Source: an optimization exercise on an open RTL-to-GDS flow (aim: small area, a short achievable clock period and few clock cycles per item). Production flows keep margins and buffers that such runs may drop.
At most, simulation tests tie the RTL to the original design; equivalence was not proved.
Power is estimated from default activity; no workload was simulated.

build 56:
Design chebyshev_clenshaw_evaluator_top, start of the top module:
module chebyshev_clenshaw_evaluator_top #(
    parameter int MAX_TERMS = cce_pkg::MAX_TERMS_DEF,
    parameter int NRING     = 2
) (
    input  wire logic                                aclk,
    input  wire logic                                aresetn,
    input  wire logic                                cfg_valid,
    output logic                                     cfg_ready,
    input  wire logic [cce_pkg::DEG_W-1:0]           cfg_data,
    input  wire logic                                s_valid,
    output logic                                     s_ready,
    input  wire logic [cce_pkg::KIND_W-1:0]          s_kind,
    input  wire logic [cce_pkg::INDEX_W-1:0]         s_coeff_index,
    input  wire logic signed [cce_pkg::COEFF_W-1:0]  s_coeff_value,
    input  wire logic signed [cce_pkg::POINT_W-1:0]  s_point,
    output logic                                     m_valid,
    input  wire logic                                m_ready,
    output logic signed [cce_pkg::ACC_W-1:0]         m_value,
    output logic                                     m_saturated
);
Size in the first run: ~970 flip-flops, roughly 61000 um2 of cells after synthesis.
Settings: LEC_CHECK=0, ABC_CLOCK_PERIOD_IN_PS=3000, CAP_MARGIN=20, CORE_MARGIN=2, CORE_UTILIZATION=40, SLEW_MARGIN=20; clock period 11.0 ns.
standard.sh (not shown) runs the stock make flow with config.mk's settings and CLKGATE_MAP_FILE= SYNTH_SCRIPT=/design/flow/synth_recipe.tcl, a recipe that flattens the netlist after the stock synthesis.
==> flow/flow/run.sh <==
#!/bin/bash
set -euo pipefail
MARGIN=${MARGIN:-7.5}
bash standard.sh finish \
  "SETUP_SLACK_MARGIN=${MARGIN}" \
  "BUFFER_PORTS_ARGS=-buffer_cell sky130_fd_sc_hd__buf_4" \
  > standard_make.log 2>&1
Build 56 did not stop at any stage, and its layout met the timing, DRC and antenna checks.
Testbench counts of build 56, summed over its fixed seeds: cycles 20,480, items 4,096.
Modified inputs, build 72 compared to build 56
==> flow/flow/run.sh <==
#!/bin/bash
# The standard layout (standard.sh: the standard synthesis, then ORFS to
# finish) with these changes to how the layout is made:
#  - the port buffers that buffer_ports inserts are buf_4 instead of the
#    delay cell it picks itself;
#  - clock tree synthesis uses clkbuf_8 buffers and no dummy loads.
# The clock period and the SDC are the standard flow's, unchanged.
set -euo pipefail
MARGIN=${MARGIN:-7.6}
bash standard.sh finish \
  "SETUP_SLACK_MARGIN=${MARGIN}" \
  "BUFFER_PORTS_ARGS=-buffer_cell sky130_fd_sc_hd__buf_4" \
  "CTS_ARGS=-sink_clustering_enable -repair_clock_nets -dont_use_dummy_load -buf_list sky130_fd_sc_hd__clkbuf_8" \
  > standard_make.log 2>&1
==> comparison <==
- Compared with build 56, in build 72 share of the cycle needed by the critical path after routing went up by 0.43 points; met3 capacity usage during global routing went down by 0.21 points.
- Diff build 56 -> build 72: total routed wirelength saw an increase; internal power consumption saw a decrease; initial antenna violation count saw an increase; power dissipated by switching net loads saw an increase.
- Compared with build 56, via count normalized by instance count in build 72 increased slightly.
Inputs modified between build 72 and build 89:
==> flow/flow/run.sh <==
#!/bin/bash
set -euo pipefail
MARGIN=${MARGIN:-7}
bash standard.sh finish \
  "SETUP_SLACK_MARGIN=${MARGIN}" \
  "BUFFER_PORTS_ARGS=-buffer_cell sky130_fd_sc_hd__buf_4" \
  > standard_make.log 2>&1
- Comparing build 89 and build 72, the higher remaining max-slew budget at the tightest pin was measured on build 72.
- Setup slack of the critical path after layout on build 89 is behind build 72.
- Build 89 vs build 72: maximum frequency down in build 89
Inputs modified between build 89 and build 97:
--- a/flow/flow/run.sh
+++ b/flow/flow/run.sh
@@ -2,3 +2,3 @@
 set -euo pipefail
-MARGIN=${MARGIN:-7}
+MARGIN=${MARGIN:-6.5}
 bash standard.sh finish \
## What came out
STATUS switching power summed over all nets: build 97 wins against build 89
On total instance count after detailed placement, build 97 and build 89 are basically level.
When the final numbers for build 97 and build 89 were put side by side, the worst setup slack turned out to be smaller in build 97.
Measured against each other, build 97 and build 89 differ in worst slew margin relative to its limit, the higher figure coming from build 97.
Input changes introduced in build 71 (baseline for comparison: build 97):
--- a/flow/flow/run.sh
+++ b/flow/flow/run.sh
@@ -2,3 +2,3 @@
 set -euo pipefail
-MARGIN=${MARGIN:-6.5}
+MARGIN=${MARGIN:-7.3}
 bash standard.sh finish \
==> results.txt <==
- Looking at build 71 and build 97, the maximum count of clock buffers along a single path is a wash.
- Build 71 was carried through to the last stage, and its layout satisfied the timing, DRC and antenna checks.
- The core of build 71 is more densely filled than that of build 97.
- Cmp build 71 vs build 97: clock-buffer cell count higher in build 71
- Power drawn by the sequential cells, build 71 vs build 97: up by a few percent
- Setup WNS build 97 -> build 71: better
- Compared with build 97, build 71 shows final instance area higher by about 4%.
- Looking at startpoint of the most critical setup path, the g_ring[0].u_ring.rb2_reg[17]$_DFF_P_ result is from build 97; the m_ready one comes from build 71.
--- input diff build 71..build 85 ---
--- a/flow/flow/run.sh
+++ b/flow/flow/run.sh
@@ -2,3 +2,3 @@
 set -euo pipefail
-MARGIN=${MARGIN:-7.3}
+MARGIN=${MARGIN:-7}
 bash standard.sh finish \
--- a/flow/config.mk
+++ b/flow/config.mk
@@ -7,3 +7,2 @@
 export LEC_CHECK = 0
-export ABC_CLOCK_PERIOD_IN_PS = 3000
 export CAP_MARGIN = 20
Notes after the runs:
Comparing build 71 and build 85, largest fanout on the critical path is higher on build 85.
Per the comparison of build 85 with build 71, remaining max-slew budget at the tightest pin -8.6 points, pre-CTS worst setup slack -0.037 ns, sequential share of cell area +0.89 points.
Build 71 → build 85: transition at the pin with the smallest max-transition slack has increased; number of clock buffers inserted by TritonCTS has decreased; number of remaining DRC errors has remained practically unchanged.
In build 85, the utilization came out 1.4 points below the value in build 71.
In the route summary, build 85 ends up with a via count below that of build 71.
Relative to build 71, build 85 degrades least setup slack across all paths after layout.
The run showing the smaller number of gates resized after CTS is build 85.

========
Setup of AL:
chebyshev_clenshaw_evaluator_top, a different RTL version from the one above (not shown whole).
Size in the first run: about 3400 cells after synthesis, about 690 flip-flops, roughly 84 I/O pins.
==> flow/config.mk <==
export PLATFORM = sky130hd
export DESIGN_NAME = chebyshev_clenshaw_evaluator_top
export DESIGN_NICKNAME = chebyshev_clenshaw_evaluator_top
export VERILOG_FILES = /design/flow/design.v
export SDC_FILE = /design/flow/constraint.sdc
export NUM_CORES = 4
export LEC_CHECK = 0
export ABC_CLOCK_PERIOD_IN_PS = 3000
export CAP_MARGIN = 20
export CORE_MARGIN = 2
export CORE_UTILIZATION = 40
export SLEW_MARGIN = 20
==> flow/constraint.sdc <==
create_clock -name core_clock -period 11.0 [get_ports {aclk}]
set_input_delay 2.2000 -clock core_clock [delete_from_list [all_inputs] [get_ports {aclk}]]
set_output_delay 2.2000 -clock core_clock [all_outputs]
set_load 0.01 [all_outputs]
==> flow/flow/run.sh <==
#!/bin/bash
set -euo pipefail
MARGIN=${MARGIN:-7.6}
bash standard.sh finish \
  "SETUP_SLACK_MARGIN=${MARGIN}" \
  "BUFFER_PORTS_ARGS=-buffer_cell sky130_fd_sc_hd__buf_4" \
  > standard_make.log 2>&1
The following lists how PW was set up differently from AL:
-- flow/flow/run.sh --
<<< AL, line 6
  "BUFFER_PORTS_ARGS=-buffer_cell sky130_fd_sc_hd__buf_4" \
  > standard_make.log 2>&1
>>> PW, line 6
  "BUFFER_PORTS_ARGS=-buffer_cell sky130_fd_sc_hd__buf_4" \
  "MATCH_CELL_FOOTPRINT=0" \
  > standard_make.log 2>&1
## What came out
- [compare] base=AL new=PW: ratio of total power to cell area now smaller, total power has decreased.
- On final critical path time including I/O delays and setup: PW sits above AL.
- Portion of the clock cycle consumed by the worst path in the final layout (lower): AL
- Re worst path setup slack after routing: PW is 0.028 ns down on AL.
- Diff AL -> PW: cell count now smaller, area growth from synthesis to layout dropped 1.1 points.
- AL → PW: sequential cell area closely matched the old numbers, via count decreased by 348 relative to the old numbers, hold slack closely matched the old numbers.
- Looking at wire length, PW sits 3.1 mm below AL.
No run of this note included a check of the RTL's function; only the layout flow was run.

========
== run E ==
Another version of the RTL of chebyshev_clenshaw_evaluator_top (not shown whole).
For scale: roughly 3500 cells after synthesis, ~680 flip-flops, about 84 I/O pins.
clock: 11.0 ns
lec_check: 0
abc_clock_period_in_ps: 3000
cap_margin: 20
core_margin: 2
core_utilization: 40
slew_margin: 20
==> flow/flow/run.sh <==
#!/bin/bash
set -euo pipefail
MARGIN=${MARGIN:-7}
bash standard.sh finish \
  "SETUP_SLACK_MARGIN=${MARGIN}" \
  "BUFFER_PORTS_ARGS=-buffer_cell sky130_fd_sc_hd__buf_4" \
  > standard_make.log 2>&1
Run E closes out successfully: all stages finished, all timing, DRC and antenna checks passed.
Inputs modified between run E and run D:
==> flow/run.sh (new file) <==
#!/bin/bash
# synth_recipe.tcl (not shown) runs the flow's synth.tcl, then flattens the netlist and writes it again
# the make line also repeats each setting of config.mk as NAME=value (left out here)
make -C /OpenROAD-flow-scripts/flow DESIGN_CONFIG=/design/flow/config.mk WORK_HOME=/design/flow/orfs CLKGATE_MAP_FILE= SYNTH_SCRIPT=/design/flow/synth_recipe.tcl finish
removed: flow/flow/run.sh
removed: flow/standard.sh
==> comparison <==
- Compared run D vs run E, and switching power as a share of total power is down in run D.
- Power spent charging and discharging nets was lower in run D than in run E.
- g_ring[0].u_ring.dd2_reg[34] as the termination of the worst setup path was reported by run D, and g_ring[0].u_ring.dd2_reg[31] by run E.
- Run D against run E; total power is down by a few percent.
No run of this note included a check of the RTL's function; only the layout flow was run.

## static timing again, ports no longer ideal
The flow's constraints put no driver on any port. The routed layouts listed below were extracted and timed again, unchanged, in two steps. Step 1 (the two cells are an assumption about what drives the block):
set clk [get_ports {aclk}]
set_driving_cell -lib_cell sky130_fd_sc_hd__clkbuf_16 $clk
set_driving_cell -lib_cell sky130_fd_sc_hd__buf_2 [delete_from_list [all_inputs] $clk]
Step 2 moves the port delays by t, midway between the first and last clock arrival at a register: inputs arrive t later, outputs are due t later. That takes back most of the time a late clock gives input paths. Three values: no drivers, after step 1, after step 2; two values: the first two.
run | t (ns) | setup slack, ns | worst hold slack (ns) | latest minus earliest clock arrival (ns) | pins driven straight from the clock port
build 56 | 0.803 | 7.147 / 7.136 / 6.368 | 0.324 / 0.324 / 0.324 | 0.059 / 0.059 | 1
build 72 | 0.920 | 7.099 / 7.030 / 6.350 | 0.324 / 0.324 / 0.324 | 0.105 / 0.104 | 1
build 89 | 0.796 | 7.044 / 7.044 / 6.282 | 0.318 / 0.318 / 0.318 | 0.053 / 0.053 | 1
build 97 | 0.809 | 6.687 / 6.687 / 6.083 | 0.327 / 0.327 / 0.327 | 0.084 / 0.084 | 1
build 71 | 0.804 | 7.180 / 7.153 / 6.396 | 0.325 / 0.325 / 0.325 | 0.079 / 0.079 | 1
build 85 | 0.796 | 7.044 / 7.044 / 6.282 | 0.318 / 0.318 / 0.318 | 0.053 / 0.053 | 1
AL | 0.712 | 7.348 / 7.348 / 6.964 | 0.327 / 0.327 / 0.327 | 0.023 / 0.023 | 1
PW | 0.712 | 7.320 / 7.320 / 6.885 | 0.325 / 0.325 / 0.325 | 0.038 / 0.037 | 1
run E | 0.700 | 6.501 / 6.501 / 6.501 | 0.319 / 0.319 / 0.319 | 0.021 / 0.021 | 1
run D | 0.694 | 4.861 / 4.861 / 4.861 | 0.324 / 0.324 / 0.324 | 0.033 / 0.034 | 1
After both steps every run listed still meets setup and hold. The setup slack of build 71, which loses most, moves by -0.027 ns with the drivers and by -0.784 ns with both steps.
